This is an optimization exercise on Yosys and OpenROAD, whose aim is small area, a short achievable clock period and few clock cycles, not a production implementation.
No functional check of the RTL was part of any run shown here.

## flow/design.v (module list and top-level ports; edited modules follow where they fit)
// module iter_counter: 14 lines
// module jw_control: 16 lines
// module jw_step: 454 lines
// module jw_fa: 10 lines
// module jw_ha: 9 lines
// module pixel_result: 15 lines
// module julia_worker: 156 lines
// module jw_start: 17 lines
// module jw_sure_escape: 15 lines
module julia_worker (
	input  logic               tb_clk,
	input  logic               rst,
	input  logic               start,
	input  logic [19:0]        pixel,   
	input  logic [43:0]        c,       
	input  logic               mc_busy,
	output logic               ready,
	output logic               done,
	output logic [63:0]        result   
);
  // ...
==> flow/run.sh <==
#!/bin/bash
# synth_recipe.tcl (not shown) runs the flow's synth.tcl, then flattens the netlist and writes it again
# the make line also repeats each setting of config.mk as NAME=value (left out here)
make -C /OpenROAD-flow-scripts/flow DESIGN_CONFIG=/design/flow/config.mk WORK_HOME=/design/flow/orfs CLKGATE_MAP_FILE= SYNTH_SCRIPT=/design/flow/synth_recipe.tcl finish
==> flow/config.mk <==
export PLATFORM = sky130hd
export DESIGN_NAME = julia_worker
export DESIGN_NICKNAME = julia_worker
export VERILOG_FILES = /design/flow/design.v
export SDC_FILE = /design/flow/constraint.sdc
export NUM_CORES = 4
export LEC_CHECK = 0
export CAP_MARGIN = 60
export CORE_MARGIN = 2
export CORE_UTILIZATION = 40
export SLEW_MARGIN = 60
export SYNTH_HIERARCHICAL = 1
export SYNTH_MINIMUM_KEEP_SIZE = 0
==> flow/constraint.sdc <==
create_clock -name core_clock -period 14.0 [get_ports {tb_clk}]
set_input_delay 2.8000 -clock core_clock [delete_from_list [all_inputs] [get_ports {tb_clk}]]
set_output_delay 2.8000 -clock core_clock [all_outputs]
set_load 0.01 [all_outputs]
==> metrics.md, run 1 <==
| Metric | Value |
|---|---|
| CP startpoint | xi[10] |
| Status | no timing/DRC/antenna violations |
| Setup TNS | 0 ns |
| Top-area cell type share of the netlist area | 29.1% |
| Ranking of synthesized cells by area | fa_1 29%, edfxtp_1 17%, ha_1 9.3%, xnor2_1 7.6%, dfxtp_1 5.1% |
| Plain + repair buffers | 144 |
| Final Cell Area | 0.0211 mm^2 |
| Largest net degree at the start of global routing | 54 |
| Post-synth top area cell | fa_1 |
| WL/cell | 19.9 um |
| Final Non-Filler Cells | 2,430 |
| Crit path max-delay cell type | dfxtp_2 |
| Top_reg_cell synth | edfxtp_1 |
| Synth Warn # | 10 |
| Setup WS post-layout | 7.86 ns |
| Multi-input gate count | 1,373 |
| Drt pass-1 iters | 5 |
| Critical Path End Type | flop |
| Pre-CTS setup slack | 7.94 ns |
| Skew final | 0.0175 ns |
| Met3 WL | 1660 um |
| Top Registers | z_seen x28, pix_q x20, res_index x20 |
| PortBufs | 113 |
| Core area | 0.0468 mm^2 |
| Async SR Flop Fraction | 0% |
| Vias in the first global route | 13.9k |
| Reg2reg setup slack | 7.86 ns |
| Most common cell in the netlist | fa_1 |
| F_max | 0.163 GHz |
| Fraction of area in multi-input gates | 64.8% |
| Post-synth EDFFs | 108 |
| Wire length on met1 | 21,500 um |
| Adder-cell share of the synthesized area | 38.3% |
| Max reg flops | 28 |
| HP Start | pix_q[13] |
| Hold Crit Class | reg2reg |
| End of the worst hold path | res_index[3] |
| Cell Chain, Critical Path | inv_1 > nor2_1 > fa_1 > fa_1 > fa_1 > fa_1 > inv_1 > fa_1 > fa_1 > ha_1 > a21oi_1 > a21boi_0 > o21ai_1 > o211ai_2 > a221o_2 > a21oi_2 > xnor2_1 > inv_1 > o21ai_0 |
| Final Hold Viols | 0 |
==> module jw_step, before the edit <==
module jw_step (
	input  logic [13:0] xr,
	input  logic [13:0] xi,
	input  logic [14:0] cre,
	input  logic [14:0] cim,
	output logic        escaped,
	output logic [15:0] nre,
	output logic [15:0] nim
);
	logic [27:0] ta_r0, ta_r1, tb_r0, tb_r1, tp_r0, tp_r1;
	logic [11:0] cb_s;
	logic        cb;
	logic [27:0] esum;
	logic [26:0] rsum;
	logic [25:0] isum;
	logic [16:0] te_r0, te_r1;
	logic [15:0] tr_r0, tr_r1;
	logic [6:0]  bneg, bone, btwo;
	logic [14:0] bpp0, bpp1, bpp2, bpp3, bpp4, bpp5, bpp6;
	logic [14:0] yb, xs1, xs2;
	logic tas1, tac2, tas3, tac3, tas4, tac4, tas5, tac5, tas6, tac6, tas7, tac7, tas8, tac8, tas9, tac9;
	logic tas10, tac10, tas11, tac11, tas12, tac12, tas13, tac13, tas14, tac14, tas15, tac15, tas16, tac16, tas17, tac17;
	logic tas18, tac18, tas19, tac19, tas20, tac20, tas21, tac21, tas22, tac22, tas23, tac23, tas24, tac24, tas25, tac25;
	logic tas26, tac26, tas27, tac27, tas28, tac28, tas29, tac29, tas30, tac30, tas31, tac31, tas32, tac32, tas33, tac33;
	logic tas34, tac34, tas35, tac35, tas36, tac36, tas37, tac37, tas38, tac38, tas39, tac39, tas40, tac40, tas41, tac41;
	logic tas42, tac42, tas43, tac43, tas44, tac44, tas45, tac45, tas46, tac46, tas47, tac47, tas48, tac48, tas49, tac49;
	logic tas50, tac50, tas51, tac51, tas52, tac52, tas53, tac53, tas54, tac54, tas55, tac55, tas56, tac56, tas57, tac57;
	logic tas58, tac59, tas60, tac61, tas62, tac62, tas63, tac63, tas64, tac64, tas65, tac65, tas66, tac66, tas67, tac67;
	logic tas68, tac68, tas69, tac69, tas70, tac70, tas71, tac71, tas72, tac72, tas73, tac73, tas74, tac74, tas75, tac75;
	logic tas76, tac76, tas77, tac77, tas78, tac78, tas79, tac79, tas80, tac80, tas81, tac81, tas82, tac82, tas83, tac83;
	logic tas84, tac84, tbs85, tbc85, tbs86, tbc86, tbs87, tbc87, tbs88, tbc88, tbs89, tbc89, tbs90, tbc90, tbs91, tbc91;
	logic tbs92, tbc92, tbs93, tbc93, tbs94, tbc94, tbs95, tbc95, tbs96, tbc96, tbs97, tbc97, tbs98, tbc98, tbs99, tbc99;
	logic tbs100, tbc100, tbs101, tbc101, tbs102, tbc102, tbs103, tbc103, tbs104, tbc104, tbs105, tbc105, tbs106, tbc106, tbs107, tbc107;
	logic tbs108, tbc108, tbs109, tbc109, tbs110, tbc110, tbs111, tbc111, tbs112, tbc112, tbs113, tbc113, tbs114, tbc114, tbs115, tbc116;
	logic tbs117, tbc117, tbs118, tbc118, tbs119, tbc119, tbs120, tbc120, tbs121, tbc121, tbs122, tbc122, tbs123, tbc123, tbs124, tbc124;
	logic tbs125, tbc125, tbs126, tbc126, tbs127, tbc127, tbs128, tbc128, tbs129, tbc129, tbs130, tbc130, tbs131, tbc131, tbs132, tbc132;
	logic tbs133, tbc133, tbs134, tbc134, tbs135, tbc135, tbs136, tbc136, tbs137, tbc137, tbs138, tbc138, tbs139, tbc139, tbs140, tbc140;
	logic tbs141, tbc141, tbs142, tbc142, tbs143, tbc143, tbs144, tbc144, tbs145, tbc145, tbs146, tbc146, tbs147, tbc147, tbs148, tbc148;
	logic tbs149, tbc149, tbs150, tbc150, tbs151, tbc151, tps152, tpc152, tps153, tpc153, tps154, tpc154, tps155, tpc155, tps156, tpc156;
	logic tps157, tpc157, tps158, tpc159, tps160, tpc160, tps161, tpc161, tps162, tpc163, tps164, tpc164, tps165, tpc165, tps166, tpc166;
	logic tps167, tpc167, tps168, tpc169, tps170, tpc170, tps171, tpc171, tps172, tpc173, tps174, tpc174, tps175, tpc175, tps176, tpc176;
	logic tps177, tpc177, tps178, tpc178, tps179, tpc179, tps180, tpc180, tps181, tpc181, tps182, tpc182, tps183, tpc183, tps184, tpc184;
	logic tps185, tpc185, tps186, tpc186, tps187, tpc187, tps188, tpc188, tps189, tpc189, tps190, tpc190, tps191, tpc191, tps192, tpc192;
	logic tps193, tpc193, tps194, tpc194, tps195, tpc195, tps196, tpc196, tps197, tpc197, tps198, tpc198, tps199, tpc199, tps200, tpc200;
	logic tps201, tpc201, tps202, tpc203, tps204, tpc204, tps205, tpc205, tps206, tpc207, tps208, tpc209, tps210, tpc210, tps211, tpc211;
	logic tps212, tpc212, tps213, tpc213, tps214, tpc214, tps215, tpc215, tps216, tpc216, tps217, tpc217, tps218, tpc218, tps219, tpc219;
	logic tps220, tpc220, tps221, tpc221, tps222, tpc222, tps223, tpc223, tps224, tpc224, tps225, tpc225, tps226, tpc226, tps227, tpc227;
	logic tps228, tpc228, tps229, tpc229, tps230, tpc230, tps231, tpc231, tps232, tpc232, tps233, tpc233, tps234, tpc234, tps235, tpc235;
	logic tps236, tpc236, tps237, tpc237, tps238, tpc238, tps239, tpc239, tps240, tpc240, tps241, tpc241, tps242, tpc242, tps243, tpc243;
	logic tps244, tpc244, tps245, tpc245, tps246, tpc246, tps247, tpc247, tps248, tpc248, tps249, tpc249, tps250, tpc250, tps251, tpc251;
	logic tps252, tpc252, tps253, tpc253, tps254, tpc254, tes255, tec255, tes256, tec256, tes257, tec257, tes258, tec258, tes259, tec259;
	logic tes260, tec260, tes261, tec261, tes262, tec262, tes263, tec263, tes264, tec264, tes265, tec265, tes266, tec266, tes267, tec267;
	logic tes268, tec268, tes269, tec269, tes270, tec270, tes271, tec271, tes272, tec272, tes273, tec273, tes274, tec274, tes275, tec275;
	logic tes276, tec276, tes277, tec277, tes278, tec278, tes279, tec279, tes280, tec280, tes281, tec281, tes282, tec282, tes283, tec283;
	logic tes284, tec284, tes285, tec285, tes286, tec286, tes287, tec287, tes288, tec288, tes289, tec289, tes290, tec290, tes291, tec291;
	logic tes292, tec292, tes293, tec294, tes295, tec295, tes296, tec296, tes297, tec297, tes298, tec298, tes299, tec299, tes300, tec300;
	logic tes301, tec301, tes302, tec303, tes304, tec304, tes305, tec305, tes306, tec306, tes307, tes308, tes309, tes310, trs311, trc312;
	logic trs313, trc313, trs314, trc314, trs315, trc315, trs316, trc316, trs317, trc317, trs318, trc318, trs319, trc319, trs320, trc320;
	logic trs321, trc321, trs322, trc322, trs323, trc323, trs324, trc324, trs325, trc325, trs326, trc326, trs327, trc327, trs328, trc328;
	logic trs329, trc329, trs330, trc330, trs331, trc331, trs332, trc332, trs333, trc333, trs334, trc334, trs335, trc335, trs336, trc336;
	logic trs337, trc337, trs338, trc338, trs339, trc339, trs340, trc340, trs341, trc341, trs342, trs343;
	assign yb  = {xr, 1'b0};
	assign xs1 = {xi[13], xi};
	assign xs2 = {xi, 1'b0};
	assign bneg[0] = yb[2];
	assign bone[0] = yb[1] ^ yb[0];
	assign btwo[0] = (yb[2] & ~yb[1] & ~yb[0]) | (~yb[2] & yb[1] & yb[0]);
	assign bpp0 = (({15{bone[0]}} & xs1) | ({15{btwo[0]}} & xs2)) ^ {15{bneg[0]}};
	assign bneg[1] = yb[4];
	assign bone[1] = yb[3] ^ yb[2];
	assign btwo[1] = (yb[4] & ~yb[3] & ~yb[2]) | (~yb[4] & yb[3] & yb[2]);
	assign bpp1 = (({15{bone[1]}} & xs1) | ({15{btwo[1]}} & xs2)) ^ {15{bneg[1]}};
	assign bneg[2] = yb[6];
	assign bone[2] = yb[5] ^ yb[4];
	assign btwo[2] = (yb[6] & ~yb[5] & ~yb[4]) | (~yb[6] & yb[5] & yb[4]);
	assign bpp2 = (({15{bone[2]}} & xs1) | ({15{btwo[2]}} & xs2)) ^ {15{bneg[2]}};
	assign bneg[3] = yb[8];
	assign bone[3] = yb[7] ^ yb[6];
	assign btwo[3] = (yb[8] & ~yb[7] & ~yb[6]) | (~yb[8] & yb[7] & yb[6]);
	assign bpp3 = (({15{bone[3]}} & xs1) | ({15{btwo[3]}} & xs2)) ^ {15{bneg[3]}};
	assign bneg[4] = yb[10];
	assign bone[4] = yb[9] ^ yb[8];
	assign btwo[4] = (yb[10] & ~yb[9] & ~yb[8]) | (~yb[10] & yb[9] & yb[8]);
	assign bpp4 = (({15{bone[4]}} & xs1) | ({15{btwo[4]}} & xs2)) ^ {15{bneg[4]}};
	assign bneg[5] = yb[12];
	assign bone[5] = yb[11] ^ yb[10];
	assign btwo[5] = (yb[12] & ~yb[11] & ~yb[10]) | (~yb[12] & yb[11] & yb[10]);
	assign bpp5 = (({15{bone[5]}} & xs1) | ({15{btwo[5]}} & xs2)) ^ {15{bneg[5]}};
	assign bneg[6] = yb[14];
	assign bone[6] = yb[13] ^ yb[12];
	assign btwo[6] = (yb[14] & ~yb[13] & ~yb[12]) | (~yb[14] & yb[13] & yb[12]);
	assign bpp6 = (({15{bone[6]}} & xs1) | ({15{btwo[6]}} & xs2)) ^ {15{bneg[6]}};
	assign cb_s = {1'b0, tb_r0[10:0]} + {1'b0, tb_r1[10:0]};
	assign cb = cb_s[11];
	assign tas1 = ~cre[3];
	assign tac2 = cre[3];
	jw_fa u_ta3 (.a(cre[1]), .b(xr[6]), .c((xr[0] & xr[11])), .s(tas3), .co(tac3));
	jw_fa u_ta4 (.a(cre[2]), .b((xr[0] & xr[12])), .c((xr[1] & xr[11])), .s(tas4), .co(tac4));
	jw_fa u_ta5 (.a(tas1), .b(xr[7]), .c(~(xr[13] & xr[0])), .s(tas5), .co(tac5));
	jw_fa u_ta6 (.a((xr[1] & xr[12])), .b((xr[2] & xr[11])), .c((xr[3] & xr[10])), .s(tas6), .co(tac6));
	jw_fa u_ta7 (.a(cre[4]), .b(tac2), .c(~(xr[13] & xr[1])), .s(tas7), .co(tac7));
	jw_fa u_ta8 (.a((xr[2] & xr[12])), .b((xr[3] & xr[11])), .c((xr[4] & xr[10])), .s(tas8), .co(tac8));
	jw_fa u_ta9 (.a(cre[5]), .b(xr[8]), .c(~(xr[13] & xr[2])), .s(tas9), .co(tac9));
	jw_fa u_ta10 (.a((xr[3] & xr[12])), .b((xr[4] & xr[11])), .c((xr[5] & xr[10])), .s(tas10), .co(tac10));
	jw_fa u_ta11 (.a(cre[6]), .b(~(xr[13] & xr[3])), .c((xr[4] & xr[12])), .s(tas11), .co(tac11));
	jw_fa u_ta12 (.a(cre[7]), .b(xr[9]), .c(~(xr[13] & xr[4])), .s(tas12), .co(tac12));
	jw_ha u_ta13 (.a(xr[4]), .b((xr[0] & xr[7])), .s(tas13), .co(tac13));
	jw_ha u_ta14 (.a((xr[0] & xr[8])), .b((xr[1] & xr[7])), .s(tas14), .co(tac14));
	jw_fa u_ta15 (.a(xr[5]), .b((xr[0] & xr[9])), .c((xr[1] & xr[8])), .s(tas15), .co(tac15));
	jw_ha u_ta16 (.a((xr[2] & xr[7])), .b((xr[3] & xr[6])), .s(tas16), .co(tac16));
	jw_fa u_ta17 (.a(cre[0]), .b((xr[0] & xr[10])), .c((xr[1] & xr[9])), .s(tas17), .co(tac17));
	jw_fa u_ta18 (.a((xr[2] & xr[8])), .b((xr[3] & xr[7])), .c((xr[4] & xr[6])), .s(tas18), .co(tac18));
	jw_fa u_ta19 (.a((xr[1] & xr[10])), .b((xr[2] & xr[9])), .c((xr[3] & xr[8])), .s(tas19), .co(tac19));
	jw_fa u_ta20 (.a((xr[4] & xr[7])), .b((xr[5] & xr[6])), .c(tas3), .s(tas20), .co(tac20));
	jw_fa u_ta21 (.a((xr[2] & xr[10])), .b((xr[3] & xr[9])), .c((xr[4] & xr[8])), .s(tas21), .co(tac21));
	jw_fa u_ta22 (.a((xr[5] & xr[7])), .b(tac3), .c(tas4), .s(tas22), .co(tac22));
	jw_fa u_ta23 (.a((xr[4] & xr[9])), .b((xr[5] & xr[8])), .c((xr[6] & xr[7])), .s(tas23), .co(tac23));
	jw_fa u_ta24 (.a(tac4), .b(tas5), .c(tas6), .s(tas24), .co(tac24));
	jw_fa u_ta25 (.a((xr[5] & xr[9])), .b((xr[6] & xr[8])), .c(tac5), .s(tas25), .co(tac25));
	jw_fa u_ta26 (.a(tac6), .b(tas7), .c(tas8), .s(tas26), .co(tac26));
	jw_fa u_ta27 (.a((xr[6] & xr[9])), .b((xr[7] & xr[8])), .c(tac7), .s(tas27), .co(tac27));
	jw_fa u_ta28 (.a(tac8), .b(tas9), .c(tas10), .s(tas28), .co(tac28));
	jw_fa u_ta29 (.a((xr[5] & xr[11])), .b((xr[6] & xr[10])), .c((xr[7] & xr[9])), .s(tas29), .co(tac29));
	jw_fa u_ta30 (.a(tac9), .b(tac10), .c(tas11), .s(tas30), .co(tac30));
	jw_fa u_ta31 (.a((xr[5] & xr[12])), .b((xr[6] & xr[11])), .c((xr[7] & xr[10])), .s(tas31), .co(tac31));
	jw_fa u_ta32 (.a((xr[8] & xr[9])), .b(tac11), .c(tas12), .s(tas32), .co(tac32));
	jw_fa u_ta33 (.a(cre[8]), .b(~(xr[13] & xr[5])), .c((xr[6] & xr[12])), .s(tas33), .co(tac33));
	jw_fa u_ta34 (.a((xr[7] & xr[11])), .b((xr[8] & xr[10])), .c(tac12), .s(tas34), .co(tac34));
	jw_fa u_ta35 (.a(cre[9]), .b(xr[10]), .c(~(xr[13] & xr[6])), .s(tas35), .co(tac35));
	jw_fa u_ta36 (.a((xr[7] & xr[12])), .b((xr[8] & xr[11])), .c((xr[9] & xr[10])), .s(tas36), .co(tac36));
	jw_fa u_ta37 (.a(cre[10]), .b(~(xr[13] & xr[7])), .c((xr[8] & xr[12])), .s(tas37), .co(tac37));
	jw_fa u_ta38 (.a(cre[11]), .b(xr[11]), .c(~(xr[13] & xr[8])), .s(tas38), .co(tac38));
	jw_ha u_ta39 (.a(xr[3]), .b((xr[0] & xr[5])), .s(tas39), .co(tac39));
	jw_ha u_ta40 (.a((xr[0] & xr[6])), .b((xr[1] & xr[5])), .s(tas40), .co(tac40));
	jw_fa u_ta41 (.a((xr[1] & xr[6])), .b((xr[2] & xr[5])), .c((xr[3] & xr[4])), .s(tas41), .co(tac41));
	jw_fa u_ta42 (.a((xr[2] & xr[6])), .b((xr[3] & xr[5])), .c(tac13), .s(tas42), .co(tac42));
	jw_fa u_ta43 (.a((xr[4] & xr[5])), .b(tac14), .c(tas16), .s(tas43), .co(tac43));
	jw_fa u_ta44 (.a(tac16), .b(tac15), .c(tas17), .s(tas44), .co(tac44));
	jw_fa u_ta45 (.a(tac17), .b(tac18), .c(tas19), .s(tas45), .co(tac45));
	jw_fa u_ta46 (.a(tac19), .b(tas21), .c(tac20), .s(tas46), .co(tac46));
	jw_fa u_ta47 (.a(tac21), .b(tas23), .c(tac22), .s(tas47), .co(tac47));
	jw_fa u_ta48 (.a(tac23), .b(tac24), .c(tas25), .s(tas48), .co(tac48));
	jw_fa u_ta49 (.a(tac25), .b(tas27), .c(tac26), .s(tas49), .co(tac49));
	jw_fa u_ta50 (.a(tas29), .b(tac27), .c(tac28), .s(tas50), .co(tac50));
	jw_fa u_ta51 (.a(tac29), .b(tas31), .c(tac30), .s(tas51), .co(tac51));
	jw_fa u_ta52 (.a(tac31), .b(tas33), .c(tac32), .s(tas52), .co(tac52));
	jw_fa u_ta53 (.a(tac33), .b(tas35), .c(tas36), .s(tas53), .co(tac53));
	jw_fa u_ta54 (.a((xr[9] & xr[11])), .b(tac35), .c(tac36), .s(tas54), .co(tac54));
	jw_fa u_ta55 (.a((xr[9] & xr[12])), .b((xr[10] & xr[11])), .c(tac37), .s(tas55), .co(tac55));
	jw_fa u_ta56 (.a(cre[12]), .b(~(xr[13] & xr[9])), .c((xr[10] & xr[12])), .s(tas56), .co(tac56));
	jw_fa u_ta57 (.a(cre[13]), .b(xr[12]), .c(~(xr[13] & xr[10])), .s(tas57), .co(tac57));
	assign tas58 = ~~cre[14];
	assign tac59 = ~cre[14];
	assign tas60 = ~xr[13];
	assign tac61 = xr[13];
	jw_ha u_ta62 (.a(xr[2]), .b((xr[0] & xr[3])), .s(tas62), .co(tac62));
	jw_ha u_ta63 (.a((xr[0] & xr[4])), .b((xr[1] & xr[3])), .s(tas63), .co(tac63));
	jw_fa u_ta64 (.a((xr[1] & xr[4])), .b((xr[2] & xr[3])), .c(tas39), .s(tas64), .co(tac64));
	jw_fa u_ta65 (.a((xr[2] & xr[4])), .b(tac39), .c(tas40), .s(tas65), .co(tac65));
	jw_fa u_ta66 (.a(tac40), .b(tas13), .c(tas41), .s(tas66), .co(tac66));
	jw_fa u_ta67 (.a(tas14), .b(tac41), .c(tas42), .s(tas67), .co(tac67));
	jw_fa u_ta68 (.a(tas15), .b(tac42), .c(tas43), .s(tas68), .co(tac68));
	jw_fa u_ta69 (.a(tas18), .b(tac43), .c(tas44), .s(tas69), .co(tac69));
	jw_fa u_ta70 (.a(tac44), .b(tas20), .c(tas45), .s(tas70), .co(tac70));
	jw_fa u_ta71 (.a(tac45), .b(tas22), .c(tas46), .s(tas71), .co(tac71));
	jw_fa u_ta72 (.a(tas24), .b(tac46), .c(tas47), .s(tas72), .co(tac72));
	jw_fa u_ta73 (.a(tas26), .b(tac47), .c(tas48), .s(tas73), .co(tac73));
	jw_fa u_ta74 (.a(tas28), .b(tac48), .c(tas49), .s(tas74), .co(tac74));
	jw_fa u_ta75 (.a(tas30), .b(tac49), .c(tas50), .s(tas75), .co(tac75));
	jw_fa u_ta76 (.a(tas32), .b(tac50), .c(tas51), .s(tas76), .co(tac76));
	jw_fa u_ta77 (.a(tas34), .b(tac51), .c(tas52), .s(tas77), .co(tac77));
	jw_fa u_ta78 (.a(tac34), .b(tas53), .c(tac52), .s(tas78), .co(tac78));
	jw_fa u_ta79 (.a(tas37), .b(tac53), .c(tas54), .s(tas79), .co(tac79));
	jw_fa u_ta80 (.a(tas38), .b(tac54), .c(tas55), .s(tas80), .co(tac80));
	jw_fa u_ta81 (.a(tac38), .b(tas56), .c(tac55), .s(tas81), .co(tac81));
	jw_fa u_ta82 (.a((xr[11] & xr[12])), .b(tac56), .c(tas57), .s(tas82), .co(tac82));
	jw_fa u_ta83 (.a(tas58), .b(~(xr[13] & xr[11])), .c(tac57), .s(tas83), .co(tac83));
	jw_fa u_ta84 (.a(tac59), .b(tas60), .c(~(xr[13] & xr[12])), .s(tas84), .co(tac84));
	assign ta_r0 = {tac61, tac83, tac82, tac81, tac80, tac79, tac78, tac77, tac76, tac75, tac74, tac73, tac72, tac71, tac70, tac69, tac68, tac67, tac66, tac65, tac64, tac63, tac62, (xr[1] & xr[2]), (xr[0] & xr[2]), (xr[0] & xr[1]), 1'b0, xr[0]};
	assign ta_r1 = {tac84, tas84, tas83, tas82, tas81, tas80, tas79, tas78, tas77, tas76, tas75, tas74, tas73, tas72, tas71, tas70, tas69, tas68, tas67, tas66, tas65, tas64, tas63, tas62, 1'b0, xr[1], 1'b0, 1'b0};
	jw_ha u_tb85 (.a(xi[2]), .b((xi[0] & xi[3])), .s(tbs85), .co(tbc85));
	jw_ha u_tb86 (.a((xi[0] & xi[4])), .b((xi[1] & xi[3])), .s(tbs86), .co(tbc86));
	jw_fa u_tb87 (.a(xi[3]), .b((xi[0] & xi[5])), .c((xi[1] & xi[4])), .s(tbs87), .co(tbc87));
	jw_ha u_tb88 (.a((xi[2] & xi[3])), .b(tbc86), .s(tbs88), .co(tbc88));
	jw_fa u_tb89 (.a((xi[0] & xi[6])), .b((xi[1] & xi[5])), .c((xi[2] & xi[4])), .s(tbs89), .co(tbc89));
	jw_ha u_tb90 (.a(tbc87), .b(tbc88), .s(tbs90), .co(tbc90));
	jw_fa u_tb91 (.a(xi[4]), .b((xi[0] & xi[7])), .c((xi[1] & xi[6])), .s(tbs91), .co(tbc91));
	jw_fa u_tb92 (.a((xi[2] & xi[5])), .b((xi[3] & xi[4])), .c(tbc89), .s(tbs92), .co(tbc92));
	jw_ha u_tb93 (.a(tbs91), .b(tbc90), .s(tbs93), .co(tbc93));
	jw_fa u_tb94 (.a((xi[0] & xi[8])), .b((xi[1] & xi[7])), .c((xi[2] & xi[6])), .s(tbs94), .co(tbc94));
	jw_fa u_tb95 (.a((xi[3] & xi[5])), .b(tbc91), .c(tbs94), .s(tbs95), .co(tbc95));
	jw_ha u_tb96 (.a(tbc92), .b(tbc93), .s(tbs96), .co(tbc96));
	jw_fa u_tb97 (.a(xi[5]), .b((xi[0] & xi[9])), .c((xi[1] & xi[8])), .s(tbs97), .co(tbc97));
	jw_fa u_tb98 (.a((xi[2] & xi[7])), .b((xi[3] & xi[6])), .c((xi[4] & xi[5])), .s(tbs98), .co(tbc98));
	jw_fa u_tb99 (.a(tbc94), .b(tbs97), .c(tbs98), .s(tbs99), .co(tbc99));
	jw_ha u_tb100 (.a(tbc95), .b(tbs99), .s(tbs100), .co(tbc100));
	jw_fa u_tb101 (.a((xi[0] & xi[10])), .b((xi[1] & xi[9])), .c((xi[2] & xi[8])), .s(tbs101), .co(tbc101));
	jw_fa u_tb102 (.a((xi[3] & xi[7])), .b((xi[4] & xi[6])), .c(tbc97), .s(tbs102), .co(tbc102));
	jw_fa u_tb103 (.a(tbc98), .b(tbs101), .c(tbc99), .s(tbs103), .co(tbc103));
	jw_ha u_tb104 (.a(tbs102), .b(tbc100), .s(tbs104), .co(tbc104));
	jw_fa u_tb105 (.a(xi[6]), .b((xi[0] & xi[11])), .c((xi[1] & xi[10])), .s(tbs105), .co(tbc105));
	jw_fa u_tb106 (.a((xi[2] & xi[9])), .b((xi[3] & xi[8])), .c((xi[4] & xi[7])), .s(tbs106), .co(tbc106));
	jw_fa u_tb107 (.a((xi[5] & xi[6])), .b(tbc101), .c(tbs105), .s(tbs107), .co(tbc107));
	jw_fa u_tb108 (.a(tbs106), .b(tbc102), .c(tbs107), .s(tbs108), .co(tbc108));
	jw_ha u_tb109 (.a(tbc103), .b(tbc104), .s(tbs109), .co(tbc109));
	jw_fa u_tb110 (.a((xi[0] & xi[12])), .b((xi[1] & xi[11])), .c((xi[2] & xi[10])), .s(tbs110), .co(tbc110));
	jw_fa u_tb111 (.a((xi[3] & xi[9])), .b((xi[4] & xi[8])), .c((xi[5] & xi[7])), .s(tbs111), .co(tbc111));
	jw_fa u_tb112 (.a(tbc105), .b(tbc106), .c(tbs110), .s(tbs112), .co(tbc112));
	jw_fa u_tb113 (.a(tbs111), .b(tbc107), .c(tbs112), .s(tbs113), .co(tbc113));
	jw_ha u_tb114 (.a(tbc108), .b(tbs113), .s(tbs114), .co(tbc114));
	assign tbs115 = ~(xi[7] ^ (xi[1] & xi[12]));
	assign tbc116 = xi[7] | (xi[1] & xi[12]);
	jw_fa u_tb117 (.a((xi[2] & xi[11])), .b((xi[3] & xi[10])), .c((xi[4] & xi[9])), .s(tbs117), .co(tbc117));
	jw_fa u_tb118 (.a((xi[5] & xi[8])), .b((xi[6] & xi[7])), .c(~(xi[13] & xi[0])), .s(tbs118), .co(tbc118));
	jw_fa u_tb119 (.a(tbs115), .b(tbc110), .c(tbc111), .s(tbs119), .co(tbc119));
	jw_fa u_tb120 (.a(tbs117), .b(tbs118), .c(tbc112), .s(tbs120), .co(tbc120));
	jw_fa u_tb121 (.a(tbs119), .b(tbc113), .c(tbs120), .s(tbs121), .co(tbc121));
	jw_fa u_tb122 (.a((xi[2] & xi[12])), .b((xi[3] & xi[11])), .c((xi[4] & xi[10])), .s(tbs122), .co(tbc122));
	jw_fa u_tb123 (.a((xi[5] & xi[9])), .b((xi[6] & xi[8])), .c(~(xi[13] & xi[1])), .s(tbs123), .co(tbc123));
	jw_fa u_tb124 (.a(tbc116), .b(tbc117), .c(tbc118), .s(tbs124), .co(tbc124));
	jw_fa u_tb125 (.a(tbs122), .b(tbs123), .c(tbc119), .s(tbs125), .co(tbc125));
	jw_fa u_tb126 (.a(tbs124), .b(tbc120), .c(tbs125), .s(tbs126), .co(tbc126));
	jw_fa u_tb127 (.a(xi[8]), .b((xi[3] & xi[12])), .c((xi[4] & xi[11])), .s(tbs127), .co(tbc127));
	jw_fa u_tb128 (.a((xi[5] & xi[10])), .b((xi[6] & xi[9])), .c((xi[7] & xi[8])), .s(tbs128), .co(tbc128));
	jw_fa u_tb129 (.a(~(xi[13] & xi[2])), .b(tbc122), .c(tbc123), .s(tbs129), .co(tbc129));
	jw_fa u_tb130 (.a(tbs127), .b(tbs128), .c(tbc124), .s(tbs130), .co(tbc130));
	jw_fa u_tb131 (.a(tbs129), .b(tbc125), .c(tbs130), .s(tbs131), .co(tbc131));
	jw_fa u_tb132 (.a((xi[4] & xi[12])), .b((xi[5] & xi[11])), .c((xi[6] & xi[10])), .s(tbs132), .co(tbc132));
	jw_fa u_tb133 (.a((xi[7] & xi[9])), .b(~(xi[13] & xi[3])), .c(tbc127), .s(tbs133), .co(tbc133));
	jw_fa u_tb134 (.a(tbc128), .b(tbs132), .c(tbc129), .s(tbs134), .co(tbc134));
	jw_fa u_tb135 (.a(tbs133), .b(tbc130), .c(tbs134), .s(tbs135), .co(tbc135));
	jw_fa u_tb136 (.a(xi[9]), .b((xi[5] & xi[12])), .c((xi[6] & xi[11])), .s(tbs136), .co(tbc136));
	jw_fa u_tb137 (.a((xi[7] & xi[10])), .b((xi[8] & xi[9])), .c(~(xi[13] & xi[4])), .s(tbs137), .co(tbc137));
	jw_fa u_tb138 (.a(tbc132), .b(tbs136), .c(tbs137), .s(tbs138), .co(tbc138));
	jw_fa u_tb139 (.a(tbc133), .b(tbs138), .c(tbc134), .s(tbs139), .co(tbc139));
	jw_fa u_tb140 (.a((xi[6] & xi[12])), .b((xi[7] & xi[11])), .c((xi[8] & xi[10])), .s(tbs140), .co(tbc140));
	jw_fa u_tb141 (.a(~(xi[13] & xi[5])), .b(tbc136), .c(tbc137), .s(tbs141), .co(tbc141));
	jw_fa u_tb142 (.a(tbs140), .b(tbc138), .c(tbs141), .s(tbs142), .co(tbc142));
	jw_fa u_tb143 (.a(xi[10]), .b((xi[7] & xi[12])), .c((xi[8] & xi[11])), .s(tbs143), .co(tbc143));
	jw_fa u_tb144 (.a((xi[9] & xi[10])), .b(~(xi[13] & xi[6])), .c(tbc140), .s(tbs144), .co(tbc144));
	jw_fa u_tb145 (.a(tbs143), .b(tbc141), .c(tbs144), .s(tbs145), .co(tbc145));
	jw_fa u_tb146 (.a((xi[8] & xi[12])), .b((xi[9] & xi[11])), .c(~(xi[13] & xi[7])), .s(tbs146), .co(tbc146));
	jw_fa u_tb147 (.a(tbc143), .b(tbs146), .c(tbc144), .s(tbs147), .co(tbc147));
	jw_fa u_tb148 (.a(xi[11]), .b((xi[10] & xi[11])), .c((xi[9] & xi[12])), .s(tbs148), .co(tbc148));
	jw_fa u_tb149 (.a(~(xi[13] & xi[8])), .b(tbc146), .c(tbs148), .s(tbs149), .co(tbc149));
	jw_fa u_tb150 (.a((xi[10] & xi[12])), .b(~(xi[13] & xi[9])), .c(tbc148), .s(tbs150), .co(tbc150));
	jw_fa u_tb151 (.a(xi[12]), .b((xi[11] & xi[12])), .c(~(xi[13] & xi[10])), .s(tbs151), .co(tbc151));
	assign tb_r0 = {1'b1, ~(xi[13] & xi[12]), ~(xi[13] & xi[11]), tbc150, tbc149, tbc147, tbc145, tbc142, tbc139, tbc135, tbc131, tbc126, tbc121, tbc114, tbc109, tbs108, tbs103, tbc96, tbs95, tbs92, tbs89, tbs87, tbc85, (xi[1] & xi[2]), (xi[0] & xi[2]), (xi[0] & xi[1]), 1'b0, xi[0]};
	assign tb_r1 = {1'b0, xi[13], tbc151, tbs151, tbs150, tbs149, tbs147, tbs145, tbs142, tbs139, tbs135, tbs131, tbs126, tbs121, tbs114, tbs109, tbs104, tbs100, tbs96, tbs93, tbs90, tbs88, tbs86, tbs85, 1'b0, xi[1], 1'b0, 1'b0};
	jw_ha u_tp152 (.a(bneg[5]), .b(bpp0[10]), .s(tps152), .co(tpc152));
	jw_fa u_tp153 (.a(cim[1]), .b(bpp0[11]), .c(bpp1[9]), .s(tps153), .co(tpc153));
	jw_fa u_tp154 (.a(cim[2]), .b(bneg[6]), .c(bpp0[12]), .s(tps154), .co(tpc154));
	jw_fa u_tp155 (.a(bpp1[10]), .b(bpp2[8]), .c(bpp3[6]), .s(tps155), .co(tpc155));
	jw_fa u_tp156 (.a(cim[3]), .b(bpp0[13]), .c(bpp1[11]), .s(tps156), .co(tpc156));
	jw_fa u_tp157 (.a(bpp2[9]), .b(bpp3[7]), .c(bpp4[5]), .s(tps157), .co(tpc157));
	assign tps158 = ~(cim[4] ^ ~bpp0[14]);
	assign tpc159 = cim[4] | ~bpp0[14];
	jw_fa u_tp160 (.a(bpp1[12]), .b(bpp2[10]), .c(bpp3[8]), .s(tps160), .co(tpc160));
	jw_ha u_tp161 (.a(bpp4[6]), .b(bpp5[4]), .s(tps161), .co(tpc161));
	assign tps162 = ~(cim[5] ^ bpp1[13]);
	assign tpc163 = cim[5] | bpp1[13];
	jw_fa u_tp164 (.a(bpp2[11]), .b(bpp3[9]), .c(bpp4[7]), .s(tps164), .co(tpc164));
	jw_ha u_tp165 (.a(bpp5[5]), .b(bpp6[3]), .s(tps165), .co(tpc165));
	jw_fa u_tp166 (.a(cim[6]), .b(~bpp1[14]), .c(bpp2[12]), .s(tps166), .co(tpc166));
	jw_fa u_tp167 (.a(bpp3[10]), .b(bpp4[8]), .c(bpp5[6]), .s(tps167), .co(tpc167));
	assign tps168 = ~(cim[7] ^ bpp2[13]);
	assign tpc169 = cim[7] | bpp2[13];
	jw_ha u_tp170 (.a(bpp3[11]), .b(bpp4[9]), .s(tps170), .co(tpc170));
	jw_fa u_tp171 (.a(cim[8]), .b(~bpp2[14]), .c(bpp3[12]), .s(tps171), .co(tpc171));
	assign tps172 = ~cim[9];
	assign tpc173 = cim[9];
	jw_ha u_tp174 (.a(bneg[3]), .b(bpp0[6]), .s(tps174), .co(tpc174));
	jw_ha u_tp175 (.a(bpp0[7]), .b(bpp1[5]), .s(tps175), .co(tpc175));
	jw_fa u_tp176 (.a(bneg[4]), .b(bpp0[8]), .c(bpp1[6]), .s(tps176), .co(tpc176));
	jw_ha u_tp177 (.a(bpp2[4]), .b(bpp3[2]), .s(tps177), .co(tpc177));
	jw_fa u_tp178 (.a(bpp0[9]), .b(bpp1[7]), .c(bpp2[5]), .s(tps178), .co(tpc178));
	jw_ha u_tp179 (.a(bpp3[3]), .b(bpp4[1]), .s(tps179), .co(tpc179));
	jw_fa u_tp180 (.a(bpp1[8]), .b(bpp2[6]), .c(bpp3[4]), .s(tps180), .co(tpc180));
	jw_fa u_tp181 (.a(bpp4[2]), .b(bpp5[0]), .c(tps152), .s(tps181), .co(tpc181));
	jw_fa u_tp182 (.a(bpp2[7]), .b(bpp3[5]), .c(bpp4[3]), .s(tps182), .co(tpc182));
	jw_fa u_tp183 (.a(bpp5[1]), .b(tpc152), .c(tps153), .s(tps183), .co(tpc183));
	jw_fa u_tp184 (.a(bpp4[4]), .b(bpp5[2]), .c(bpp6[0]), .s(tps184), .co(tpc184));
	jw_fa u_tp185 (.a(tpc153), .b(tps154), .c(tps155), .s(tps185), .co(tpc185));
	jw_fa u_tp186 (.a(bpp5[3]), .b(bpp6[1]), .c(tpc154), .s(tps186), .co(tpc186));
	jw_fa u_tp187 (.a(tpc155), .b(tps156), .c(tps157), .s(tps187), .co(tpc187));
	jw_fa u_tp188 (.a(bpp6[2]), .b(tps158), .c(tps161), .s(tps188), .co(tpc188));
	jw_fa u_tp189 (.a(tpc156), .b(tpc157), .c(tps160), .s(tps189), .co(tpc189));
	jw_fa u_tp190 (.a(tpc159), .b(tpc161), .c(tps162), .s(tps190), .co(tpc190));
	jw_fa u_tp191 (.a(tps165), .b(tpc160), .c(tps164), .s(tps191), .co(tpc191));
	jw_fa u_tp192 (.a(bpp6[4]), .b(tpc163), .c(tpc165), .s(tps192), .co(tpc192));
	jw_fa u_tp193 (.a(tpc164), .b(tps166), .c(tps167), .s(tps193), .co(tpc193));
	jw_fa u_tp194 (.a(bpp5[7]), .b(bpp6[5]), .c(tps168), .s(tps194), .co(tpc194));
	jw_fa u_tp195 (.a(tps170), .b(tpc166), .c(tpc167), .s(tps195), .co(tpc195));
	jw_fa u_tp196 (.a(bpp4[10]), .b(bpp5[8]), .c(bpp6[6]), .s(tps196), .co(tpc196));
	jw_fa u_tp197 (.a(tpc169), .b(tpc170), .c(tps171), .s(tps197), .co(tpc197));
	jw_fa u_tp198 (.a(tps172), .b(bpp3[13]), .c(bpp4[11]), .s(tps198), .co(tpc198));
	jw_fa u_tp199 (.a(bpp5[9]), .b(bpp6[7]), .c(tpc171), .s(tps199), .co(tpc199));
	jw_fa u_tp200 (.a(cim[10]), .b(tpc173), .c(~bpp3[14]), .s(tps200), .co(tpc200));
	jw_fa u_tp201 (.a(bpp4[12]), .b(bpp5[10]), .c(bpp6[8]), .s(tps201), .co(tpc201));
	assign tps202 = ~(cim[11] ^ bpp4[13]);
	assign tpc203 = cim[11] | bpp4[13];
	jw_ha u_tp204 (.a(bpp5[11]), .b(bpp6[9]), .s(tps204), .co(tpc204));
	jw_fa u_tp205 (.a(cim[12]), .b(~bpp4[14]), .c(bpp5[12]), .s(tps205), .co(tpc205));
	assign tps206 = ~cim[13];
	assign tpc207 = cim[13];
	assign tps208 = ~~cim[14];
	assign tpc209 = ~cim[14];
	jw_ha u_tp210 (.a(bneg[2]), .b(bpp0[4]), .s(tps210), .co(tpc210));
	jw_ha u_tp211 (.a(bpp0[5]), .b(bpp1[3]), .s(tps211), .co(tpc211));
	jw_fa u_tp212 (.a(bpp1[4]), .b(bpp2[2]), .c(bpp3[0]), .s(tps212), .co(tpc212));
	jw_fa u_tp213 (.a(bpp2[3]), .b(bpp3[1]), .c(tpc174), .s(tps213), .co(tpc213));
	jw_fa u_tp214 (.a(bpp4[0]), .b(tpc175), .c(tps177), .s(tps214), .co(tpc214));
	jw_fa u_tp215 (.a(tpc177), .b(tps179), .c(tpc176), .s(tps215), .co(tpc215));
	jw_fa u_tp216 (.a(tpc179), .b(tpc178), .c(tps180), .s(tps216), .co(tpc216));
	jw_fa u_tp217 (.a(tpc180), .b(tps182), .c(tpc181), .s(tps217), .co(tpc217));
	jw_fa u_tp218 (.a(tpc182), .b(tps184), .c(tpc183), .s(tps218), .co(tpc218));
	jw_fa u_tp219 (.a(tpc184), .b(tps186), .c(tpc185), .s(tps219), .co(tpc219));
	jw_fa u_tp220 (.a(tps188), .b(tpc186), .c(tpc187), .s(tps220), .co(tpc220));
	jw_fa u_tp221 (.a(tpc188), .b(tps190), .c(tpc189), .s(tps221), .co(tpc221));
	jw_fa u_tp222 (.a(tpc190), .b(tps192), .c(tpc191), .s(tps222), .co(tpc222));
	jw_fa u_tp223 (.a(tpc192), .b(tps194), .c(tpc193), .s(tps223), .co(tpc223));
	jw_fa u_tp224 (.a(tps196), .b(tpc194), .c(tpc195), .s(tps224), .co(tpc224));
	jw_fa u_tp225 (.a(tpc196), .b(tps198), .c(tpc197), .s(tps225), .co(tpc225));
	jw_fa u_tp226 (.a(tpc198), .b(tps200), .c(tps201), .s(tps226), .co(tpc226));
	jw_fa u_tp227 (.a(tps202), .b(tps204), .c(tpc200), .s(tps227), .co(tpc227));
	jw_fa u_tp228 (.a(bpp6[10]), .b(tpc203), .c(tpc204), .s(tps228), .co(tpc228));
	jw_fa u_tp229 (.a(tps206), .b(bpp5[13]), .c(bpp6[11]), .s(tps229), .co(tpc229));
	jw_fa u_tp230 (.a(tpc207), .b(tps208), .c(~bpp5[14]), .s(tps230), .co(tpc230));
	jw_ha u_tp231 (.a(bneg[1]), .b(bpp0[2]), .s(tps231), .co(tpc231));
	jw_ha u_tp232 (.a(bpp0[3]), .b(bpp1[1]), .s(tps232), .co(tpc232));
	jw_fa u_tp233 (.a(bpp1[2]), .b(bpp2[0]), .c(tps210), .s(tps233), .co(tpc233));
	jw_fa u_tp234 (.a(bpp2[1]), .b(tpc210), .c(tps211), .s(tps234), .co(tpc234));
	jw_fa u_tp235 (.a(tpc211), .b(tps174), .c(tps212), .s(tps235), .co(tpc235));
	jw_fa u_tp236 (.a(tps175), .b(tpc212), .c(tps213), .s(tps236), .co(tpc236));
	jw_fa u_tp237 (.a(tps176), .b(tpc213), .c(tps214), .s(tps237), .co(tpc237));
	jw_fa u_tp238 (.a(tps178), .b(tpc214), .c(tps215), .s(tps238), .co(tpc238));
	jw_fa u_tp239 (.a(tps181), .b(tpc215), .c(tps216), .s(tps239), .co(tpc239));
	jw_fa u_tp240 (.a(tpc216), .b(tps183), .c(tps217), .s(tps240), .co(tpc240));
	jw_fa u_tp241 (.a(tps185), .b(tpc217), .c(tps218), .s(tps241), .co(tpc241));
	jw_fa u_tp242 (.a(tps187), .b(tpc218), .c(tps219), .s(tps242), .co(tpc242));
	jw_fa u_tp243 (.a(tps189), .b(tpc219), .c(tps220), .s(tps243), .co(tpc243));
	jw_fa u_tp244 (.a(tps191), .b(tpc220), .c(tps221), .s(tps244), .co(tpc244));
	jw_fa u_tp245 (.a(tps193), .b(tpc221), .c(tps222), .s(tps245), .co(tpc245));
	jw_fa u_tp246 (.a(tps195), .b(tpc222), .c(tps223), .s(tps246), .co(tpc246));
	jw_fa u_tp247 (.a(tps197), .b(tpc223), .c(tps224), .s(tps247), .co(tpc247));
	jw_fa u_tp248 (.a(tps199), .b(tpc224), .c(tps225), .s(tps248), .co(tpc248));
	jw_fa u_tp249 (.a(tpc199), .b(tps226), .c(tpc225), .s(tps249), .co(tpc249));
	jw_fa u_tp250 (.a(tpc201), .b(tps227), .c(tpc226), .s(tps250), .co(tpc250));
	jw_fa u_tp251 (.a(tps205), .b(tps228), .c(tpc227), .s(tps251), .co(tpc251));
	jw_fa u_tp252 (.a(tpc205), .b(tps229), .c(tpc228), .s(tps252), .co(tpc252));
	jw_fa u_tp253 (.a(bpp6[12]), .b(tpc229), .c(tps230), .s(tps253), .co(tpc253));
	jw_fa u_tp254 (.a(tpc209), .b(bpp6[13]), .c(tpc230), .s(tps254), .co(tpc254));
	assign tp_r0 = {1'b1, ~bpp6[14], tpc253, tpc252, tpc251, tpc250, tpc249, tpc248, tpc247, tpc246, tpc245, tpc244, tpc243, tpc242, tpc241, tpc240, tpc239, tpc238, tpc237, tpc236, tpc235, tpc234, tpc233, tpc232, tpc231, bpp1[0], bpp0[1], bneg[0]};
	assign tp_r1 = {1'b0, tpc254, tps254, tps253, tps252, tps251, tps250, tps249, tps248, tps247, tps246, tps245, tps244, tps243, tps242, tps241, tps240, tps239, tps238, tps237, tps236, tps235, tps234, tps233, tps232, tps231, 1'b0, bpp0[0]};
	jw_fa u_te255 (.a(~cre[0]), .b(ta_r0[11]), .c(ta_r1[11]), .s(tes255), .co(tec255));
	jw_fa u_te256 (.a(tb_r0[11]), .b(tb_r1[11]), .c(tes255), .s(tes256), .co(tec256));
	jw_fa u_te257 (.a(~cre[1]), .b(ta_r0[12]), .c(ta_r1[12]), .s(tes257), .co(tec257));
	jw_fa u_te258 (.a(tb_r0[12]), .b(tb_r1[12]), .c(tec255), .s(tes258), .co(tec258));
	jw_ha u_te259 (.a(tes257), .b(tec256), .s(tes259), .co(tec259));
	jw_fa u_te260 (.a(~cre[2]), .b(tb_r0[13]), .c(tb_r1[13]), .s(tes260), .co(tec260));
	jw_fa u_te261 (.a(tec257), .b(ta_r0[13]), .c(ta_r1[13]), .s(tes261), .co(tec261));
	jw_fa u_te262 (.a(tes260), .b(tec258), .c(tes261), .s(tes262), .co(tec262));
	jw_fa u_te263 (.a(~cre[3]), .b(tb_r0[14]), .c(tb_r1[14]), .s(tes263), .co(tec263));
	jw_fa u_te264 (.a(ta_r0[14]), .b(ta_r1[14]), .c(tec260), .s(tes264), .co(tec264));
	jw_fa u_te265 (.a(tec261), .b(tes263), .c(tes264), .s(tes265), .co(tec265));
	jw_fa u_te266 (.a(~cre[4]), .b(tb_r0[15]), .c(tb_r1[15]), .s(tes266), .co(tec266));
	jw_fa u_te267 (.a(ta_r0[15]), .b(ta_r1[15]), .c(tec263), .s(tes267), .co(tec267));
	jw_fa u_te268 (.a(tes266), .b(tec264), .c(tes267), .s(tes268), .co(tec268));
	jw_fa u_te269 (.a(~cre[5]), .b(tb_r0[16]), .c(tb_r1[16]), .s(tes269), .co(tec269));
	jw_fa u_te270 (.a(ta_r0[16]), .b(ta_r1[16]), .c(tec266), .s(tes270), .co(tec270));
	jw_fa u_te271 (.a(tes269), .b(tec267), .c(tes270), .s(tes271), .co(tec271));
	jw_fa u_te272 (.a(~cre[6]), .b(tb_r0[17]), .c(tb_r1[17]), .s(tes272), .co(tec272));
	jw_fa u_te273 (.a(ta_r0[17]), .b(ta_r1[17]), .c(tec269), .s(tes273), .co(tec273));
	jw_fa u_te274 (.a(tes272), .b(tec270), .c(tes273), .s(tes274), .co(tec274));
	jw_fa u_te275 (.a(~cre[7]), .b(tb_r0[18]), .c(tb_r1[18]), .s(tes275), .co(tec275));
	jw_fa u_te276 (.a(ta_r0[18]), .b(ta_r1[18]), .c(tec272), .s(tes276), .co(tec276));
	jw_fa u_te277 (.a(tes275), .b(tec273), .c(tes276), .s(tes277), .co(tec277));
	jw_fa u_te278 (.a(~cre[8]), .b(tb_r0[19]), .c(tb_r1[19]), .s(tes278), .co(tec278));
	jw_fa u_te279 (.a(ta_r0[19]), .b(ta_r1[19]), .c(tec275), .s(tes279), .co(tec279));
	jw_fa u_te280 (.a(tes278), .b(tec276), .c(tes279), .s(tes280), .co(tec280));
	jw_fa u_te281 (.a(~cre[9]), .b(tb_r0[20]), .c(tb_r1[20]), .s(tes281), .co(tec281));
	jw_fa u_te282 (.a(ta_r0[20]), .b(ta_r1[20]), .c(tes281), .s(tes282), .co(tec282));
	jw_fa u_te283 (.a(tec278), .b(tes282), .c(tec279), .s(tes283), .co(tec283));
	jw_fa u_te284 (.a(~cre[10]), .b(tb_r0[21]), .c(tb_r1[21]), .s(tes284), .co(tec284));
	jw_fa u_te285 (.a(ta_r0[21]), .b(ta_r1[21]), .c(tec281), .s(tes285), .co(tec285));
	jw_fa u_te286 (.a(tes284), .b(tec282), .c(tes285), .s(tes286), .co(tec286));
	jw_fa u_te287 (.a(~cre[11]), .b(tb_r0[22]), .c(tb_r1[22]), .s(tes287), .co(tec287));
	jw_fa u_te288 (.a(ta_r0[22]), .b(ta_r1[22]), .c(tec284), .s(tes288), .co(tec288));
	jw_fa u_te289 (.a(tes287), .b(tec285), .c(tes288), .s(tes289), .co(tec289));
	jw_fa u_te290 (.a(~cre[12]), .b(tb_r0[23]), .c(tb_r1[23]), .s(tes290), .co(tec290));
	jw_fa u_te291 (.a(ta_r0[23]), .b(ta_r1[23]), .c(tes290), .s(tes291), .co(tec291));
	jw_fa u_te292 (.a(tec287), .b(tes291), .c(tec288), .s(tes292), .co(tec292));
	assign tes293 = ~(~cre[13] ^ tb_r0[24]);
	assign tec294 = ~cre[13] | tb_r0[24];
	jw_fa u_te295 (.a(tb_r1[24]), .b(tes293), .c(ta_r0[24]), .s(tes295), .co(tec295));
	jw_fa u_te296 (.a(ta_r1[24]), .b(tec290), .c(tes295), .s(tes296), .co(tec296));
	jw_ha u_te297 (.a(tec291), .b(tes296), .s(tes297), .co(tec297));
	jw_fa u_te298 (.a(cre[14]), .b(tb_r0[25]), .c(tb_r1[25]), .s(tes298), .co(tec298));
	jw_fa u_te299 (.a(tes298), .b(ta_r0[25]), .c(ta_r1[25]), .s(tes299), .co(tec299));
	jw_fa u_te300 (.a(tec294), .b(tes299), .c(tec295), .s(tes300), .co(tec300));
	jw_ha u_te301 (.a(tec296), .b(tes300), .s(tes301), .co(tec301));
	assign tes302 = ~(tb_r0[26] ^ tb_r1[26]);
	assign tec303 = tb_r0[26] | tb_r1[26];
	jw_fa u_te304 (.a(tes302), .b(tec298), .c(ta_r0[26]), .s(tes304), .co(tec304));
	jw_fa u_te305 (.a(ta_r1[26]), .b(tec299), .c(tes304), .s(tes305), .co(tec305));
	jw_ha u_te306 (.a(tes305), .b(tec300), .s(tes306), .co(tec306));
	assign tes307 = ~(tb_r0[27] ^ tb_r1[27]);
	assign tes308 = tes307 ^ tec303 ^ ta_r0[27];
	assign tes309 = ta_r1[27] ^ tes308 ^ tec304;
	assign tes310 = tec305 ^ tes309;
	assign te_r0 = {tec306, tec301, tec297, tec292, tec289, tec286, tec283, tec280, tec277, tec274, tec271, tec268, tec265, tec262, tec259, tes258, cb};
	assign te_r1 = {tes310, tes306, tes301, tes297, tes292, tes289, tes286, tes283, tes280, tes277, tes274, tes271, tes268, tes265, tes262, tes259, tes256};
	assign trs311 = ~(ta_r0[11] ^ ta_r1[11]);
	assign trc312 = ta_r0[11] | ta_r1[11];
	jw_fa u_tr313 (.a(~tb_r0[11]), .b(~tb_r1[11]), .c(trs311), .s(trs313), .co(trc313));
	jw_fa u_tr314 (.a(ta_r0[12]), .b(ta_r1[12]), .c(trc312), .s(trs314), .co(trc314));
	jw_fa u_tr315 (.a(~tb_r0[12]), .b(~tb_r1[12]), .c(trc313), .s(trs315), .co(trc315));
	jw_fa u_tr316 (.a(~tb_r0[13]), .b(~tb_r1[13]), .c(ta_r0[13]), .s(trs316), .co(trc316));
	jw_fa u_tr317 (.a(ta_r1[13]), .b(trc314), .c(trs316), .s(trs317), .co(trc317));
	jw_fa u_tr318 (.a(~tb_r0[14]), .b(~tb_r1[14]), .c(ta_r0[14]), .s(trs318), .co(trc318));
	jw_fa u_tr319 (.a(ta_r1[14]), .b(trc316), .c(trs318), .s(trs319), .co(trc319));
	jw_fa u_tr320 (.a(~tb_r0[15]), .b(~tb_r1[15]), .c(ta_r0[15]), .s(trs320), .co(trc320));
	jw_fa u_tr321 (.a(ta_r1[15]), .b(trc318), .c(trs320), .s(trs321), .co(trc321));
	jw_fa u_tr322 (.a(~tb_r0[16]), .b(~tb_r1[16]), .c(ta_r0[16]), .s(trs322), .co(trc322));
	jw_fa u_tr323 (.a(ta_r1[16]), .b(trc320), .c(trs322), .s(trs323), .co(trc323));
	jw_fa u_tr324 (.a(~tb_r0[17]), .b(~tb_r1[17]), .c(ta_r0[17]), .s(trs324), .co(trc324));
	jw_fa u_tr325 (.a(ta_r1[17]), .b(trc322), .c(trs324), .s(trs325), .co(trc325));
	jw_fa u_tr326 (.a(~tb_r0[18]), .b(~tb_r1[18]), .c(ta_r0[18]), .s(trs326), .co(trc326));
	jw_fa u_tr327 (.a(ta_r1[18]), .b(trc324), .c(trs326), .s(trs327), .co(trc327));
	jw_fa u_tr328 (.a(~tb_r0[19]), .b(~tb_r1[19]), .c(ta_r0[19]), .s(trs328), .co(trc328));
	jw_fa u_tr329 (.a(ta_r1[19]), .b(trc326), .c(trs328), .s(trs329), .co(trc329));
	jw_fa u_tr330 (.a(~tb_r0[20]), .b(~tb_r1[20]), .c(ta_r0[20]), .s(trs330), .co(trc330));
	jw_fa u_tr331 (.a(ta_r1[20]), .b(trc328), .c(trs330), .s(trs331), .co(trc331));
	jw_fa u_tr332 (.a(~tb_r0[21]), .b(~tb_r1[21]), .c(ta_r0[21]), .s(trs332), .co(trc332));
	jw_fa u_tr333 (.a(ta_r1[21]), .b(trc330), .c(trs332), .s(trs333), .co(trc333));
	jw_fa u_tr334 (.a(~tb_r0[22]), .b(~tb_r1[22]), .c(ta_r0[22]), .s(trs334), .co(trc334));
	jw_fa u_tr335 (.a(ta_r1[22]), .b(trs334), .c(trc332), .s(trs335), .co(trc335));
	jw_fa u_tr336 (.a(~tb_r0[23]), .b(~tb_r1[23]), .c(ta_r0[23]), .s(trs336), .co(trc336));
	jw_fa u_tr337 (.a(ta_r1[23]), .b(trc334), .c(trs336), .s(trs337), .co(trc337));
	jw_fa u_tr338 (.a(~tb_r0[24]), .b(~tb_r1[24]), .c(ta_r0[24]), .s(trs338), .co(trc338));
	jw_fa u_tr339 (.a(ta_r1[24]), .b(trc336), .c(trs338), .s(trs339), .co(trc339));
	jw_fa u_tr340 (.a(~tb_r0[25]), .b(~tb_r1[25]), .c(ta_r0[25]), .s(trs340), .co(trc340));
	jw_fa u_tr341 (.a(ta_r1[25]), .b(trs340), .c(trc338), .s(trs341), .co(trc341));
	assign trs342 = ~tb_r0[26] ^ ~tb_r1[26] ^ ta_r0[26];
	assign trs343 = ta_r1[26] ^ trc340 ^ trs342;
	assign tr_r0 = {trc341, trc339, trc337, trc335, trc333, trc331, trc329, trc327, trc325, trc323, trc321, trc319, trc317, trc315, trs314, ~cb};
	assign tr_r1 = {trs343, trs341, trs339, trs337, trs335, trs333, trs331, trs329, trs327, trs325, trs323, trs321, trs319, trs317, trs315, trs313};
	assign esum = {te_r0, ta_r0[10:0]} + {te_r1, ta_r1[10:0]};
	assign escaped = ~esum[27];
	assign rsum = {tr_r0, ta_r0[10:0]} + {tr_r1, ta_r1[10:0]};
	assign nre = rsum[26:11];
	assign isum = tp_r0[25:0] + tp_r1[25:0];
	assign nim = {isum[25:11], cim[0]};
endmodule
==> run 2, diff against run 1 <==
--- a/flow/design.v
+++ b/flow/design.v
@@ -71,12 +71,9 @@
 	output logic [15:0] nim
 );
 	logic [27:0] ta_r0, ta_r1, tb_r0, tb_r1, tp_r0, tp_r1;
-	logic [11:0] cb_s;
-	logic        cb;
-	logic [27:0] esum;
-	logic [26:0] rsum;
-	logic [25:0] isum;
-	logic [16:0] te_r0, te_r1;
+	logic [11:0] ca_s, cb_s, cp_s;
+	logic        ca, cb, cp;
+	logic [16:0] te_r0, te_r1, esum;
 	logic [15:0] tr_r0, tr_r1;
 	logic [6:0]  bneg, bone, btwo;
 	logic [14:0] bpp0, bpp1, bpp2, bpp3, bpp4, bpp5, bpp6;
@@ -127,34 +124,38 @@
 	assign xs2 = {xi, 1'b0};
 	assign bneg[0] = yb[2];
 	assign bone[0] = yb[1] ^ yb[0];
-	assign btwo[0] = (yb[2] & ~yb[1] & ~yb[0]) | (~yb[2] & yb[1] & yb[0]);
+	assign btwo[0] = (yb[2] ^ yb[1]) & ~bone[0];
 	assign bpp0 = (({15{bone[0]}} & xs1) | ({15{btwo[0]}} & xs2)) ^ {15{bneg[0]}};
 	assign bneg[1] = yb[4];
 	assign bone[1] = yb[3] ^ yb[2];
-	assign btwo[1] = (yb[4] & ~yb[3] & ~yb[2]) | (~yb[4] & yb[3] & yb[2]);
+	assign btwo[1] = (yb[4] ^ yb[3]) & ~bone[1];
 	assign bpp1 = (({15{bone[1]}} & xs1) | ({15{btwo[1]}} & xs2)) ^ {15{bneg[1]}};
 	assign bneg[2] = yb[6];
 	assign bone[2] = yb[5] ^ yb[4];
-	assign btwo[2] = (yb[6] & ~yb[5] & ~yb[4]) | (~yb[6] & yb[5] & yb[4]);
+	assign btwo[2] = (yb[6] ^ yb[5]) & ~bone[2];
 	assign bpp2 = (({15{bone[2]}} & xs1) | ({15{btwo[2]}} & xs2)) ^ {15{bneg[2]}};
 	assign bneg[3] = yb[8];
 	assign bone[3] = yb[7] ^ yb[6];
-	assign btwo[3] = (yb[8] & ~yb[7] & ~yb[6]) | (~yb[8] & yb[7] & yb[6]);
+	assign btwo[3] = (yb[8] ^ yb[7]) & ~bone[3];
 	assign bpp3 = (({15{bone[3]}} & xs1) | ({15{btwo[3]}} & xs2)) ^ {15{bneg[3]}};
 	assign bneg[4] = yb[10];
 	assign bone[4] = yb[9] ^ yb[8];
-	assign btwo[4] = (yb[10] & ~yb[9] & ~yb[8]) | (~yb[10] & yb[9] & yb[8]);
+	assign btwo[4] = (yb[10] ^ yb[9]) & ~bone[4];
 	assign bpp4 = (({15{bone[4]}} & xs1) | ({15{btwo[4]}} & xs2)) ^ {15{bneg[4]}};
 	assign bneg[5] = yb[12];
 	assign bone[5] = yb[11] ^ yb[10];
-	assign btwo[5] = (yb[12] & ~yb[11] & ~yb[10]) | (~yb[12] & yb[11] & yb[10]);
+	assign btwo[5] = (yb[12] ^ yb[11]) & ~bone[5];
 	assign bpp5 = (({15{bone[5]}} & xs1) | ({15{btwo[5]}} & xs2)) ^ {15{bneg[5]}};
 	assign bneg[6] = yb[14];
 	assign bone[6] = yb[13] ^ yb[12];
-	assign btwo[6] = (yb[14] & ~yb[13] & ~yb[12]) | (~yb[14] & yb[13] & yb[12]);
+	assign btwo[6] = (yb[14] ^ yb[13]) & ~bone[6];
 	assign bpp6 = (({15{bone[6]}} & xs1) | ({15{btwo[6]}} & xs2)) ^ {15{bneg[6]}};
+	assign ca_s = {1'b0, ta_r0[10:0]} + {1'b0, ta_r1[10:0]};
 	assign cb_s = {1'b0, tb_r0[10:0]} + {1'b0, tb_r1[10:0]};
+	assign cp_s = {1'b0, tp_r0[10:0]} + {1'b0, tp_r1[10:0]};
+	assign ca = ca_s[11];
 	assign cb = cb_s[11];
+	assign cp = cp_s[11];
 	assign tas1 = ~cre[3];
 	assign tac2 = cre[3];
 	jw_fa u_ta3 (.a(cre[1]), .b(xr[6]), .c((xr[0] & xr[11])), .s(tas3), .co(tac3));
@@ -508,12 +509,10 @@
 	assign trs343 = ta_r1[26] ^ trc340 ^ trs342;
 	assign tr_r0 = {trc341, trc339, trc337, trc335, trc333, trc331, trc329, trc327, trc325, trc323, trc321, trc319, trc317, trc315, trs314, ~cb};
 	assign tr_r1 = {trs343, trs341, trs339, trs337, trs335, trs333, trs331, trs329, trs327, trs325, trs323, trs321, trs319, trs317, trs315, trs313};
-	assign esum = {te_r0, ta_r0[10:0]} + {te_r1, ta_r1[10:0]};
-	assign escaped = ~esum[27];
-	assign rsum = {tr_r0, ta_r0[10:0]} + {tr_r1, ta_r1[10:0]};
-	assign nre = rsum[26:11];
-	assign isum = tp_r0[25:0] + tp_r1[25:0];
-	assign nim = {isum[25:11], cim[0]};
+	assign esum = te_r0 + te_r1 + ca;
+	assign escaped = ~esum[16];
+	assign nre = tr_r0 + tr_r1 + ca;
+	assign nim = {tp_r0[25:11] + tp_r1[25:11] + cp, cim[0]};
 endmodule
 module jw_fa (
 	input  logic a,
==> run 2 against run 1 <==
  * Still clean on timing, DRC and antenna
  * Sequential share of layout area fell by 0.061 points
  * Clock-buffer cell count fell by 1
  * Via count rose by 0.88%
  * Final cell count rose by 4.9%
  * Synthesized cell count rose by 6.2%
  * Global-route usage fell by 1.1 points
  * Clock skew barely moved
  * Flip-flop and latch count did not move
  * First-iteration DRC count rose by 33%
==> metrics.md, run 2 <==
| Metric | Value |
|---|---|
| Crit path top cell by count | fa_1 (unchanged) |
| Top_reg_cell synth | edfxtp_1 (unchanged) |
| End of the worst hold path | res_index[0] (was res_index[3]) |
| Largest net degree at the start of global routing | 50 (was 54) |
| Ranking of synthesized cells by area | fa_1 29%, edfxtp_1 17%, ha_1 9.5%, dfxtp_1 5.1%, xnor2_1 4.8% (was fa_1 29%, edfxtp_1 17%, ha_1 9.3%, xnor2_1 7.6%, dfxtp_1 5.1%) |
| PortBufs | 113 (unchanged) |
| Setup TNS | 0 ns (unchanged) |
| Pins Over Slew Limit | 0 (unchanged) |
| Vias in the first global route | 13.8k (was 13.9k) |
| Clk buf depth | 2 (unchanged) |
| Most common cell in the netlist | fa_1 (unchanged) |
| Synth Warn # | 10 (unchanged) |
| Cell Chain, Critical Path | buf_4 > ha_1 > nand2_1 > o21ai_0 > xor2_1 > fa_1 > fa_1 > fa_1 > ha_1 > nand2_1 > o31a_1 > fa_1 > fa_1 > nand2b_1 > a21oi_1 > a21oi_1 > o21bai_1 > a21oi_1 > xnor2_1 > mux2_2 (was inv_1 > nor2_1 > fa_1 > fa_1 > fa_1 > fa_1 > inv_1 > fa_1 > fa_1 > ha_1 > a21oi_1 > a21boi_0 > o21ai_1 > o211ai_2 > a221o_2 > a21oi_2 > xnor2_1 > inv_1 > o21ai_0) |
| Die Area | 0.0497 mm^2 (was 0.0494 mm^2) |
| Min Tclk post-route | 6.22 ns (was 6.14 ns) |
| Status | no timing/DRC/antenna violations (unchanged) |
| Skew final | 0.0178 ns (was 0.0175 ns) |
| Top Registers | z_seen x28, pix_q x20, res_index x20 (unchanged) |
| Drt pass-1 iters | 5 (unchanged) |
| Reg2reg setup slack | 7.78 ns (was 7.86 ns) |
| Crit path max-delay cell type | ha_1 (was dfxtp_2) |
| Core area | 0.0475 mm^2 (was 0.0468 mm^2) |
| Post-synth top area cell | fa_1 (unchanged) |
| HP Start | pix_q[10] (was pix_q[13]) |
| Adder-cell share of the synthesized area | 38.8% (was 38.3%) |
| Worst Path Arrival | 6.54 ns (about the same) |
| Top-area cell type share of the netlist area | 29.3% (was 29.1%) |
| Fraction of layout cells with a size suffix above 1 | 6.16% (was 7.62%) |
| Final Hold Viols | 0 (unchanged) |
| Hold Crit Class | reg2reg (unchanged) |
| Critical Path End Type | flop (unchanged) |
| Async SR Flop Fraction | 0% (unchanged) |
## run 2: final cells by class
class	count	area, um^2	share of cell area (%)
clock buffers	21	440	2.08
inverters	126	473	2.24
well taps	615	769	3.64
multi-input cells	1473	13700	65.0
clock inverters	11	108	0.509
repair buffers	145	1380	6.52
flip-flops and latches	157	4230	20.0
## run 2: worst max path at each step
stage / cells past startpoint / slack [ns] / to / start
after global placement: 15 / 7.52 / esc_raw / xi[12]
after global routing: 20 / 7.38 / xi[11] / xr[5]
after detailed placement: 18 / 7.78 / xi[11] / xr[2]
after floorplan: 18 / 8.40 / esc_raw / xi[2]
final: 20 / 7.78 / xi[11] / xr[3]
after CTS: 18 / 7.74 / xi[11] / xr[2]
## run 2: layer usage
layer / track usage [%] / part of all wire [%] / vias up / routed length, um
li1: - / - / 6180 / -
met1: 26.8 / 46 / 6535 / 21300
met2: 31.6 / 47 / 336 / 22000
met3: 3.37 / 5.2 / 36 / 2430
met4: 4.55 / 1.3 / 0 / 626
met5: 0 / 0 / - / 0
## run 2: kinds of logic after synthesis
group | after synthesis
adders and majority gates | 426
muxes | 28
and+or+nand+nor | 523
other | 3
xor gates and xnor gates | 191
AOI/OAI and AO/OA | 279
buffers and inverters | 287
DFF | 157
## run 2: stage by stage
stage / utilization [%] / setup slack, ns / instance area [um^2] / cells
global placement: 43.2 / 7.52 / 20500 / 2516
finish: 44.5 / 7.78 / 21100 / 2548
detailed placement: 43.3 / 7.78 / 20600 / 2516
CTS: 44.4 / 7.74 / 21100 / 2548
floorplan: - / 8.40 / 19300 / 1917
global route: 44.5 / 7.38 / 21100 / 2548
## run 2: per-module statistics from Yosys, one instance, submodules excluded, a selection
module | copies in the design | flip-flops and latches | cells inside
jw_fa | 275 | 0 | 1
jw_start | 1 | 0 | 94
jw_sure_escape | 1 | 0 | 10
jw_step | 1 | 0 | 999
iter_counter | 1 | 8 | 37
julia_worker | 1 | 149 | 373

afterwards: timing with drivers on the ports:
Ports are ideal in the flow. The routed layouts listed here were re-timed in OpenROAD.
Step 1, drivers: a clkbuf_16 drives tb_clk and a buf_2 each remaining input, both assumed.
Step 2 times the ports against the registers' clock, not the clock port: input delays grow and output delays shrink by t, the midpoint of the rising clock arrivals with the driver on.
Slacks: no drivers / after step 1 / after step 2; pairs: no drivers / after step 1.
run | shift t [ns] | setup slack, ns | worst register clock-pin slew, ns
run 1 | 0.520 | 7.859 / 7.859 / 7.859 | 0.08 / 0.08
run 2 | 0.493 | 7.783 / 7.783 / 7.783 | 0.08 / 0.08
After both steps every run listed still meets setup and hold.
